What follows belongs to an exercise in optimizing a design on an open flow for small area, a short achievable clock period and few clock cycles per item; a production flow would make more cautious choices. The RTL was checked by simulation tests, not by an equivalence proof against the original design.

### flow/design.v
package sphn_pkg;
    localparam int FIELD_W = 11;
    localparam int EXP_W   = 13;
    localparam logic [52:0] SQRT2_SIG = 53'h16A09E667F3BCD;
    localparam logic [10:0] SQRT2_EXP = 11'd1023;
    localparam logic signed [EXP_W-1:0] SQ_EXP_OFS  = 13'sd1049;
    localparam logic signed [EXP_W-1:0] DV_EXP_OFS  = 13'sd52;
    localparam logic signed [EXP_W-1:0] EXP_OFS     = 13'sd1075;
    localparam logic signed [EXP_W-1:0] SUBN_EXP    = -13'sd1074;
    localparam logic signed [EXP_W-1:0] MIN_ACC_EXP = -13'sd1127;
    localparam logic signed [EXP_W-1:0] ACC_EXP_OFS = 13'sd1127;
    localparam logic [6:0] SQ_STEPS  = 7'd54;
    localparam logic [6:0] DIV_BITS  = 7'd54;
    localparam logic [6:0] MUL_STEPS = 7'd53;
    typedef enum logic [3:0] {
        ST_IDLE,
        ST_CHECK,
        ST_NORM,
        ST_SQP,
        ST_SQ,
        ST_LOOP,
        ST_DIV,
        ST_MULP,
        ST_MUL,
        ST_MNORM,
        ST_MDEN,
        ST_DONE
    } ctrl_state_t;
    typedef enum logic [3:0] {
        OP_NONE,
        OP_LOAD,
        OP_NORM_STEP,
        OP_SQ_PREP,
        OP_SQ_STEP,
        OP_SQ_FIN,
        OP_PROD,
        OP_DIV_STEP,
        OP_DIV_FIN,
        OP_LOAD_SQRT2,
        OP_MUL_PREP,
        OP_MUL_STEP,
        OP_MNORM_STEP,
        OP_MDEN_STEP,
        OP_MFIN
    } dp_op_t;
    typedef struct packed {
        dp_op_t op;
        logic   to_f;
    } dp_cmd_t;
    typedef struct packed {
        logic err;
        logic norm_ok;
        logic sq_end;
        logic k_le_m;
        logic m_nz;
        logic div_end;
        logic mul_end;
        logic mnorm_end;
        logic mden_end;
    } dp_status_t;
endpackage
module sphn_ctrl
(
    input  logic       clk,
    input  logic       rst_n,
    input  logic       start,
    input  sphn_pkg::dp_status_t status,
    output sphn_pkg::dp_cmd_t    cmd,
    output logic       busy,
    output logic       done
);
    sphn_pkg::ctrl_state_t state_reg;
    sphn_pkg::ctrl_state_t state_next;
    logic        first_reg;
    logic        first_next;
    logic        final_reg;
    logic        final_next;
    always_ff @(posedge clk or negedge rst_n)
    begin
        if (!rst_n)
        begin
            state_reg <= sphn_pkg::ST_IDLE;
            first_reg <= 1'b0;
            final_reg <= 1'b0;
        end
        else
        begin
            state_reg <= state_next;
            first_reg <= first_next;
            final_reg <= final_next;
        end
    end
    always_comb
    begin
        state_next = state_reg;
        first_next = first_reg;
        final_next = final_reg;
        cmd.op     = sphn_pkg::OP_NONE;
        cmd.to_f   = 1'b0;
        unique case (state_reg)
            sphn_pkg::ST_IDLE:
            begin
                if (start)
                begin
                    cmd.op     = sphn_pkg::OP_LOAD;
                    first_next = 1'b1;
                    final_next = 1'b0;
                    state_next = sphn_pkg::ST_CHECK;
                end
            end
            sphn_pkg::ST_CHECK:
            begin
                state_next = status.err ? sphn_pkg::ST_DONE : sphn_pkg::ST_NORM;
            end
            sphn_pkg::ST_NORM:
            begin
                if (status.norm_ok)
                begin
                    state_next = sphn_pkg::ST_SQP;
                end
                else
                begin
                    cmd.op = sphn_pkg::OP_NORM_STEP;
                end
            end
            sphn_pkg::ST_SQP:
            begin
                cmd.op     = sphn_pkg::OP_SQ_PREP;
                state_next = sphn_pkg::ST_SQ;
            end
            sphn_pkg::ST_SQ:
            begin
                if (status.sq_end)
                begin
                    cmd.op     = sphn_pkg::OP_SQ_FIN;
                    cmd.to_f   = first_reg;
                    first_next = 1'b0;
                    state_next = first_reg ? sphn_pkg::ST_LOOP : sphn_pkg::ST_MULP;
                end
                else
                begin
                    cmd.op = sphn_pkg::OP_SQ_STEP;
                end
            end
            sphn_pkg::ST_LOOP:
            begin
                priority if (status.k_le_m)
                begin
                    cmd.op     = sphn_pkg::OP_PROD;
                    state_next = sphn_pkg::ST_DIV;
                end
                else if (status.m_nz)
                begin
                    cmd.op     = sphn_pkg::OP_LOAD_SQRT2;
                    final_next = 1'b1;
                    state_next = sphn_pkg::ST_MULP;
                end
                else
                begin
                    state_next = sphn_pkg::ST_DONE;
                end
            end
            sphn_pkg::ST_DIV:
            begin
                if (status.div_end)
                begin
                    cmd.op     = sphn_pkg::OP_DIV_FIN;
                    state_next = sphn_pkg::ST_SQP;
                end
                else
                begin
                    cmd.op = sphn_pkg::OP_DIV_STEP;
                end
            end
            sphn_pkg::ST_MULP:
            begin
                cmd.op     = sphn_pkg::OP_MUL_PREP;
                state_next = sphn_pkg::ST_MUL;
            end
            sphn_pkg::ST_MUL:
            begin
                if (status.mul_end)
                begin
                    state_next = sphn_pkg::ST_MNORM;
                end
                else
                begin
                    cmd.op = sphn_pkg::OP_MUL_STEP;
                end
            end
            sphn_pkg::ST_MNORM:
            begin
                if (status.mnorm_end)
                begin
                    state_next = sphn_pkg::ST_MDEN;
                end
                else
                begin
                    cmd.op = sphn_pkg::OP_MNORM_STEP;
                end
            end
            sphn_pkg::ST_MDEN:
            begin
                if (status.mden_end)
                begin
                    cmd.op     = sphn_pkg::OP_MFIN;
                    state_next = final_reg ? sphn_pkg::ST_DONE : sphn_pkg::ST_LOOP;
                end
                else
                begin
                    cmd.op = sphn_pkg::OP_MDEN_STEP;
                end
            end
            sphn_pkg::ST_DONE:
            begin
                state_next = sphn_pkg::ST_IDLE;
            end
            default:
            begin
                state_next = sphn_pkg::ST_IDLE;
            end
        endcase
    end
    assign busy = state_reg != sphn_pkg::ST_IDLE;
    assign done = state_reg == sphn_pkg::ST_DONE;
endmodule
module sphn_datapath
#(
    parameter int DEGREE_BOUND = 2047
)
(
    input  logic               clk,
    input  logic               rst_n,
    input  logic [sphn_pkg::FIELD_W-1:0] degree,
    input  logic [sphn_pkg::FIELD_W-1:0] order,
    input  logic               cfg_we,
    input  logic [sphn_pkg::FIELD_W-1:0] cfg_wdata,
    input  sphn_pkg::dp_cmd_t            cmd,
    output sphn_pkg::dp_status_t         status,
    output logic [63:0]        factor_bits,
    output logic               range_error
);
    logic [sphn_pkg::FIELD_W-1:0]      max_degree_reg;
    logic [sphn_pkg::FIELD_W-1:0]      l_reg;
    logic [sphn_pkg::FIELD_W-1:0]      m_reg;
    logic [sphn_pkg::FIELD_W:0]        k_reg;
    logic                    err_reg;
    logic [6:0]              cnt_reg;
    logic [52:0]             sq_mant_reg;
    logic signed [sphn_pkg::EXP_W-1:0] sq_e_reg;
    logic [107:0]            sq_x_reg;
    logic [55:0]             sq_rem_reg;
    logic [53:0]             sq_root_reg;
    logic [52:0]             s_sig_reg;
    logic [10:0]             s_exp_reg;
    logic [63:0]             f_reg;
    logic [22:0]             p_reg;
    logic [22:0]             dv_rem_reg;
    logic [53:0]             dv_q_reg;
    logic [5:0]              dv_j_reg;
    logic                    dv_started_reg;
    logic [52:0]             mu_a_reg;
    logic [52:0]             mu_b_reg;
    logic [105:0]            acc_reg;
    logic signed [sphn_pkg::EXP_W-1:0] mx_reg;
    logic                    load_err;
    logic [53:0]             sq_adj;
    logic [57:0]             sq_rs;
    logic [57:0]             sq_trial;
    logic                    sq_ge;
    logic [57:0]             sq_diff;
    logic                    sq_inc;
    logic [53:0]             sq_r;
    logic signed [sphn_pkg::EXP_W-1:0] sq_eo;
    logic [52:0]             sq_sig;
    logic [11:0]             pa;
    logic [11:0]             pb;
    logic [23:0]             pp;
    logic [23:0]             dv_rs;
    logic                    dv_ge;
    logic [23:0]             dv_sub;
    logic                    dv_up;
    logic [53:0]             dv_sum;
    logic [52:0]             dv_mant;
    logic signed [sphn_pkg::EXP_W-1:0] dv_e;
    logic [10:0]             f_exp;
    logic [52:0]             mu_a_init;
    logic signed [sphn_pkg::EXP_W-1:0] ea;
    logic signed [sphn_pkg::EXP_W-1:0] eb;
    logic [105:0]            acc_add;
    logic                    acc_zero;
    logic                    mu_up;
    logic [53:0]             mu_r;
    logic signed [sphn_pkg::EXP_W-1:0] mu_ex;
    logic [63:0]             mu_bits;
    assign load_err = (order > degree) || (degree > max_degree_reg)
                      || (32'(degree) > DEGREE_BOUND);
    assign sq_adj   = sq_e_reg[0] ? {sq_mant_reg, 1'b0} : {1'b0, sq_mant_reg};
    assign sq_rs    = {sq_rem_reg, sq_x_reg[107:106]};
    assign sq_trial = {2'b00, sq_root_reg, 2'b01};
    assign sq_ge    = sq_rs >= sq_trial;
    assign sq_diff  = sq_rs - sq_trial;
    assign sq_inc   = sq_root_reg[0] && ((sq_rem_reg != '0) || sq_root_reg[1]);
    assign sq_r     = {1'b0, sq_root_reg[53:1]} + 54'(sq_inc);
    assign sq_eo    = (sq_e_reg >>> 1) + sphn_pkg::SQ_EXP_OFS + sphn_pkg::EXP_W'(sq_r[53]);
    assign sq_sig   = sq_r[53] ? sq_r[53:1] : sq_r[52:0];
    assign pa      = 12'({1'b0, l_reg} - k_reg + 12'd1);
    assign pb      = 12'({1'b0, l_reg} + k_reg);
    assign pp      = pa * pb;
    assign dv_rs   = {dv_rem_reg, 1'b0};
    assign dv_ge   = dv_rs >= {1'b0, p_reg};
    assign dv_sub  = dv_rs - {1'b0, p_reg};
    assign dv_up   = dv_q_reg[0] && ((dv_rem_reg != '0) || dv_q_reg[1]);
    assign dv_sum  = {1'b0, dv_q_reg[53:1]} + 54'(dv_up);
    assign dv_mant = dv_sum[53] ? dv_sum[53:1] : dv_sum[52:0];
    assign dv_e    = sphn_pkg::EXP_W'(dv_sum[53]) - sphn_pkg::EXP_W'(dv_j_reg) - sphn_pkg::DV_EXP_OFS;
    assign f_exp     = f_reg[62:52];
    assign mu_a_init = {(f_exp != '0), f_reg[51:0]};
    assign ea        = (f_exp == '0) ? sphn_pkg::SUBN_EXP : sphn_pkg::EXP_W'(f_exp) - sphn_pkg::EXP_OFS;
    assign eb        = sphn_pkg::EXP_W'(s_exp_reg) - sphn_pkg::EXP_OFS;
    assign acc_add   = {acc_reg[104:0], 1'b0} + (mu_b_reg[52] ? {53'b0, mu_a_reg} : '0);
    assign acc_zero  = acc_reg == '0;
    assign mu_up     = acc_reg[52] && ((acc_reg[51:0] != '0) || acc_reg[53]);
    assign mu_r      = {1'b0, acc_reg[105:53]} + 54'(mu_up);
    assign mu_ex     = mx_reg + sphn_pkg::ACC_EXP_OFS;
    assign mu_bits   = {1'b0, mu_ex[10:0], 52'b0} + {10'b0, mu_r};
    always_comb
    begin
        status.err       = err_reg;
        status.norm_ok   = sq_mant_reg[52];
        status.sq_end    = cnt_reg == '0;
        status.k_le_m    = k_reg <= {1'b0, m_reg};
        status.m_nz      = m_reg != '0;
        status.div_end   = dv_started_reg && (cnt_reg == sphn_pkg::DIV_BITS);
        status.mul_end   = cnt_reg == '0;
        status.mnorm_end = acc_zero || acc_reg[105];
        status.mden_end  = acc_zero || (mx_reg >= sphn_pkg::MIN_ACC_EXP);
    end
    assign factor_bits = err_reg ? '0 : f_reg;
    assign range_error = err_reg;
    always_ff @(posedge clk or negedge rst_n)
    begin
        if (!rst_n)
        begin
            max_degree_reg <= '0;
        end
        else if (cfg_we)
        begin
            max_degree_reg <= cfg_wdata;
        end
    end
    always_ff @(posedge clk)
    begin
        unique case (cmd.op)
            sphn_pkg::OP_LOAD:
            begin
                l_reg       <= degree;
                m_reg       <= order;
                k_reg       <= 12'd1;
                err_reg     <= load_err;
                sq_mant_reg <= {41'b0, degree, 1'b1};
                sq_e_reg    <= '0;
            end
            sphn_pkg::OP_NORM_STEP:
            begin
                sq_mant_reg <= {sq_mant_reg[51:0], 1'b0};
                sq_e_reg    <= sq_e_reg - 13'sd1;
            end
            sphn_pkg::OP_SQ_PREP:
            begin
                sq_x_reg    <= {sq_adj, 54'b0};
                sq_e_reg    <= sq_e_reg - sphn_pkg::EXP_W'(sq_e_reg[0]);
                sq_rem_reg  <= '0;
                sq_root_reg <= '0;
                cnt_reg     <= sphn_pkg::SQ_STEPS;
            end
            sphn_pkg::OP_SQ_STEP:
            begin
                sq_x_reg    <= {sq_x_reg[105:0], 2'b00};
                sq_rem_reg  <= sq_ge ? sq_diff[55:0] : sq_rs[55:0];
                sq_root_reg <= {sq_root_reg[52:0], sq_ge};
                cnt_reg     <= cnt_reg - 7'd1;
            end
            sphn_pkg::OP_SQ_FIN:
            begin
                s_sig_reg <= sq_sig;
                s_exp_reg <= sq_eo[10:0];
                if (cmd.to_f)
                begin
                    f_reg <= {1'b0, sq_eo[10:0], sq_sig[51:0]};
                end
            end
            sphn_pkg::OP_PROD:
            begin
                p_reg          <= pp[22:0];
                k_reg          <= k_reg + 12'd1;
                dv_rem_reg     <= 23'd1;
                dv_q_reg       <= '0;
                dv_j_reg       <= '0;
                dv_started_reg <= 1'b0;
                cnt_reg        <= '0;
            end
            sphn_pkg::OP_DIV_STEP:
            begin
                dv_rem_reg <= dv_ge ? dv_sub[22:0] : dv_rs[22:0];
                if (!dv_started_reg)
                begin
                    dv_j_reg <= dv_j_reg + 6'd1;
                    if (dv_ge)
                    begin
                        dv_started_reg <= 1'b1;
                        dv_q_reg       <= 54'd1;
                        cnt_reg        <= 7'd1;
                    end
                end
                else
                begin
                    dv_q_reg <= {dv_q_reg[52:0], dv_ge};
                    cnt_reg  <= cnt_reg + 7'd1;
                end
            end
            sphn_pkg::OP_DIV_FIN:
            begin
                sq_mant_reg <= dv_mant;
                sq_e_reg    <= dv_e;
            end
            sphn_pkg::OP_LOAD_SQRT2:
            begin
                s_sig_reg <= sphn_pkg::SQRT2_SIG;
                s_exp_reg <= sphn_pkg::SQRT2_EXP;
            end
            sphn_pkg::OP_MUL_PREP:
            begin
                mu_a_reg <= mu_a_init;
                mu_b_reg <= s_sig_reg;
                mx_reg   <= ea + eb;
                acc_reg  <= '0;
                cnt_reg  <= sphn_pkg::MUL_STEPS;
            end
            sphn_pkg::OP_MUL_STEP:
            begin
                acc_reg  <= acc_add;
                mu_b_reg <= {mu_b_reg[51:0], 1'b0};
                cnt_reg  <= cnt_reg - 7'd1;
            end
            sphn_pkg::OP_MNORM_STEP:
            begin
                acc_reg <= {acc_reg[104:0], 1'b0};
                mx_reg  <= mx_reg - 13'sd1;
            end
            sphn_pkg::OP_MDEN_STEP:
            begin
                acc_reg <= {1'b0, acc_reg[105:2], acc_reg[1] | acc_reg[0]};
                mx_reg  <= mx_reg + 13'sd1;
            end
            sphn_pkg::OP_MFIN:
            begin
                f_reg <= acc_zero ? '0 : mu_bits;
            end
            default:
            begin
            end
        endcase
    end
endmodule
module sph_harmonic_norm_const_core
#(
    parameter int DEGREE_BOUND = 2047
)
(
    input  logic               clk,
    input  logic               rst_n,
    input  logic               start,
    output logic               busy,
    input  logic [sphn_pkg::FIELD_W-1:0] degree,
    input  logic [sphn_pkg::FIELD_W-1:0] order,
    input  logic               cfg_we,
    input  logic [sphn_pkg::FIELD_W-1:0] cfg_wdata,
    output logic               done,
    output logic [63:0]        factor_bits,
    output logic               range_error
);
    sphn_pkg::dp_cmd_t    cmd;
    sphn_pkg::dp_status_t status;
    sphn_ctrl u_ctrl (
        .clk    (clk),
        .rst_n  (rst_n),
        .start  (start),
        .status (status),
        .cmd    (cmd),
        .busy   (busy),
        .done   (done)
    );
    sphn_datapath #(
        .DEGREE_BOUND (DEGREE_BOUND)
    ) u_datapath (
        .clk         (clk),
        .rst_n       (rst_n),
        .degree      (degree),
        .order       (order),
        .cfg_we      (cfg_we),
        .cfg_wdata   (cfg_wdata),
        .cmd         (cmd),
        .status      (status),
        .factor_bits (factor_bits),
        .range_error (range_error)
    );
endmodule
### flow/run.sh
#!/bin/bash
# synth_recipe.tcl (not shown) runs the flow's synth.tcl, then flattens the netlist and writes it again
# the make line also repeats each setting of config.mk as NAME=value (left out here)
make -C /OpenROAD-flow-scripts/flow DESIGN_CONFIG=/design/flow/config.mk WORK_HOME=/design/flow/orfs CLKGATE_MAP_FILE= SYNTH_SCRIPT=/design/flow/synth_recipe.tcl finish
### flow/config.mk
export PLATFORM = sky130hd
export DESIGN_NAME = sph_harmonic_norm_const_core
export DESIGN_NICKNAME = sph_harmonic_norm_const_core
export VERILOG_FILES = /design/flow/design.v
export SDC_FILE = /design/flow/constraint.sdc
export NUM_CORES = 4
export LEC_CHECK = 0
export CAP_MARGIN = 20
export CORE_MARGIN = 2
export CORE_UTILIZATION = 40
export SLEW_MARGIN = 20
### flow/constraint.sdc
create_clock -name core_clock -period 8.0 [get_ports {clk}]
set_input_delay 1.6000 -clock core_clock [delete_from_list [all_inputs] [get_ports {clk}]]
set_output_delay 1.6000 -clock core_clock [all_outputs]
set_load 0.01 [all_outputs]
==> impl_metrics.ini <==
[route]
drt-initial-drc-count = 3348
wirelength_mm = 144
ant_nets = 0
routed_via_density = 5.57
remaining_drc_errors = 0
num_vias = 40540
wire_per_inst_um = 19.9
drt-pass1-iter-count = 6

[timing]
setup_viol = 0
max_freq_ghz = 0.131
post-route-period-util = 0.953
grt_setup_unrepaired = no
final.setup.tns_ps = 0
worst_slack_ps = 376
slew_viol_final = 0
skew_ps = 37.1
slew-limit-headroom = 0.186
fin_crit_ps = 7620
worstMarginPinSlew_ps = 1210
hold_violations = 0
holdWs_ps = 445

[synthesis]
synth_xor_area_frac = 0.0642
synth.cell_area_um2 = 52300
synth-seq-cells = 748
synth_area_leaders = edfxtp_1, ha_1, nand2_1
synth_mux_area_frac = 0.0251
syn_area_per_cell_um2 = 9.51
ys.flop_type = edfxtp_1
synth_top_area_frac = 0.419
ys_seq_area_frac = 0.427
synthCells = 5505
synth-simple-area-share = 0.190
synth_top_family_by_area = simple AND/OR/NAND/NOR gates
synth_compound_area_frac = 0.133
synth_edf_count = 731
synthAdderAreaFrac = 0.112
ys_warn_count = 2
syn_nets = 5947
ys_types = 91
synthDominantAreaCellType = edfxtp_1
async_flop_share = 0.0227

[finish]
final_common_cell = edfxtp_1
final_cell_mix = edfxtp_1, nand2_1, nor2_1
diodes = 0
area_growth_pct = 10.7
fin_area_um2 = 57900
final_layout_size_suffix_gt1_frac = 0.0475
largest_reg_flops = 106
nNetsFinal = 5910

[worst_setup_path]
cp-end-kind = flip-flop
cp_slowest_cell = fa_1
worstPathRequired_ps = 8440
slowest_delay_ps = 560
path_common_cell = fa_1
worstPathArrival_ps = 8070
crit_path_max_fanout = 9
r2r_cells = 32
worstSetupPathType = flip-flop to flip-flop
start_kind = flip-flop

[placement]
numPortBuffers = 103
globalplace.congestion = 0.909
post-place-ws_ps = 378
place_area_um2 = 55000
post-dp-hpwl_mm = 105

[run_status]
outcome = no timing/DRC/antenna violations

[cts]
clk_path_buf_depth = 3
clock_sinks = 748
clk_latency_ps = 700
cts_setup_buffers = 0
cts_tree = yes
numCtsBuffers = 88
cts.clk_slew.worst_paths_ps = 60
root_buffer = clkbuf_16
htreeDepth = 3

[floorplanning]
die_area_um2 = 134000
die_h_um = 366
core.rowCount = 132
core_um2 = 130000
initial_utilization = 0.404
io_pins = 104
dieWidth_um = 366

[flow_run]
drv_cap = 0

[min_path]
worstHoldPathType = flip-flop to flip-flop
hold_depth = 0

[grt]
globalRouteOverflowTotal = 0
grt_pass1_vias = 39840
grt_pass1_wl_mm = 226
grt_use_total = 0.211
grt_max_degree = 111
antenna_found_initial = 0
==> kinds of logic (layout without fill, tap and decap cells) <==
family / after synthesis / count (layout)
AO/OA/AOI/OAI: 1099 / 1099
XOR/XNOR: 384 / 384
adder cells (fa/ha/maj): 405 / 405
buffers and inverters: 656 / 687
flip-flops: 748 / 748
multiplexers: 131 / 131
other: 1 / 1
AND/OR/NAND/NOR: 2081 / 2081
==> routing by layer <==
layer | vias up | wire (µm) | GRT usage
met5 | - | 0 | 0
met4 | 0 | 4080 | 0.0640
met3 | 196 | 6750 | 0.0274
met2 | 995 | 67800 | 0.348
met1 | 19808 | 65800 | 0.287
li1 | 19541 | - | -
==> what timing repair did <==
| action | CTS | global route |
|---|---|---|
| resized for setup | 0 | 3 |
| hold buffers | 0 | 0 |
| setup endpoints to repair | 0 | 3 |
==> worst max-delay path: cells and delay by family (launching register included) <==
kind / cells / cell delay, ps
xor gates and xnor gates: 2 / 610
AOI/OAI and AO/OA: 12 / 1680
buffers and inverters: 6 / 550
adders and majority gates: 8 / 3570
DFF: 1 / 420
and+or+nand+nor: 4 / 540
==> worst paths after layout <==
check                                     start  slack (ps)                             to
setup / recovery            u_datapath.k_reg[0]         380           u_datapath.p_reg[22]
hold / removal             u_datapath.f_reg[27]         450        u_datapath.mu_a_reg[27]
setup reg to reg            u_datapath.k_reg[0]         380           u_datapath.p_reg[22]
hold reg to reg            u_datapath.f_reg[27]         450        u_datapath.mu_a_reg[27]
max in group asynchronous                 rst_n        5880            u_ctrl.state_reg[1]
min in group asynchronous                 rst_n        1480  u_datapath.max_degree_reg[10]
==> area by class of cell <==
cell class | instances | area, µm²
clock inverters | 47 | 597
inverters | 363 | 1360
flip-flops and latches | 748 | 22400
repair buffers | 166 | 1540
fillers | 12418 | 71700
well taps | 1742 | 2180
multi-input cells | 4101 | 27600
clock buffers | 111 | 2340
==> through the flow <==
step           std cells   util
4_1_cts             7278  0.447
5_1_grt             7278  0.447
6_report            7278  0.447
3_3_place_gp        7119  0.424
2_1_floorplan       5505      -
3_5_place_dp        7120  0.424
==> Yosys cell counts (115+ instances only) <==
cell type    n
o21ai_0    355
and3_1     115
nand2_1    671
xor2_1     128
edfxtp_1   731
ha_1       300
mux2i_1    129
clkbuf_1   226
nand3_1    148
inv_1      363
xnor2_1    256
a21oi_1    235
nor2_1     494
Testbench counts, summed over its fixed seeds: cycles 1,800,733, requests 384.

[afterwards: timing with drivers on the ports]
Ports are ideal in the flow. The routed layout listed here was re-timed in OpenROAD.
Step 1, drivers: a clkbuf_16 drives clk and a buf_2 each remaining input, both assumed.
Step 2 times the ports against the registers' clock, not the clock port: input delays grow and output delays shrink by t, the midpoint of the rising clock arrivals with the driver on.
a / b / c = ideal / step 1 / step 2; a / b = the first two.
shift t [ns]: 0.760
slack for setup (ns): 0.376 / 0.376 / 0.376
worst hold slack (ns): 0.445 / 0.445 / 0.445
After both steps setup and hold are still met in this run. The setup slack of this run moves by 0.000 ns with the drivers and by 0.000 ns with both steps.
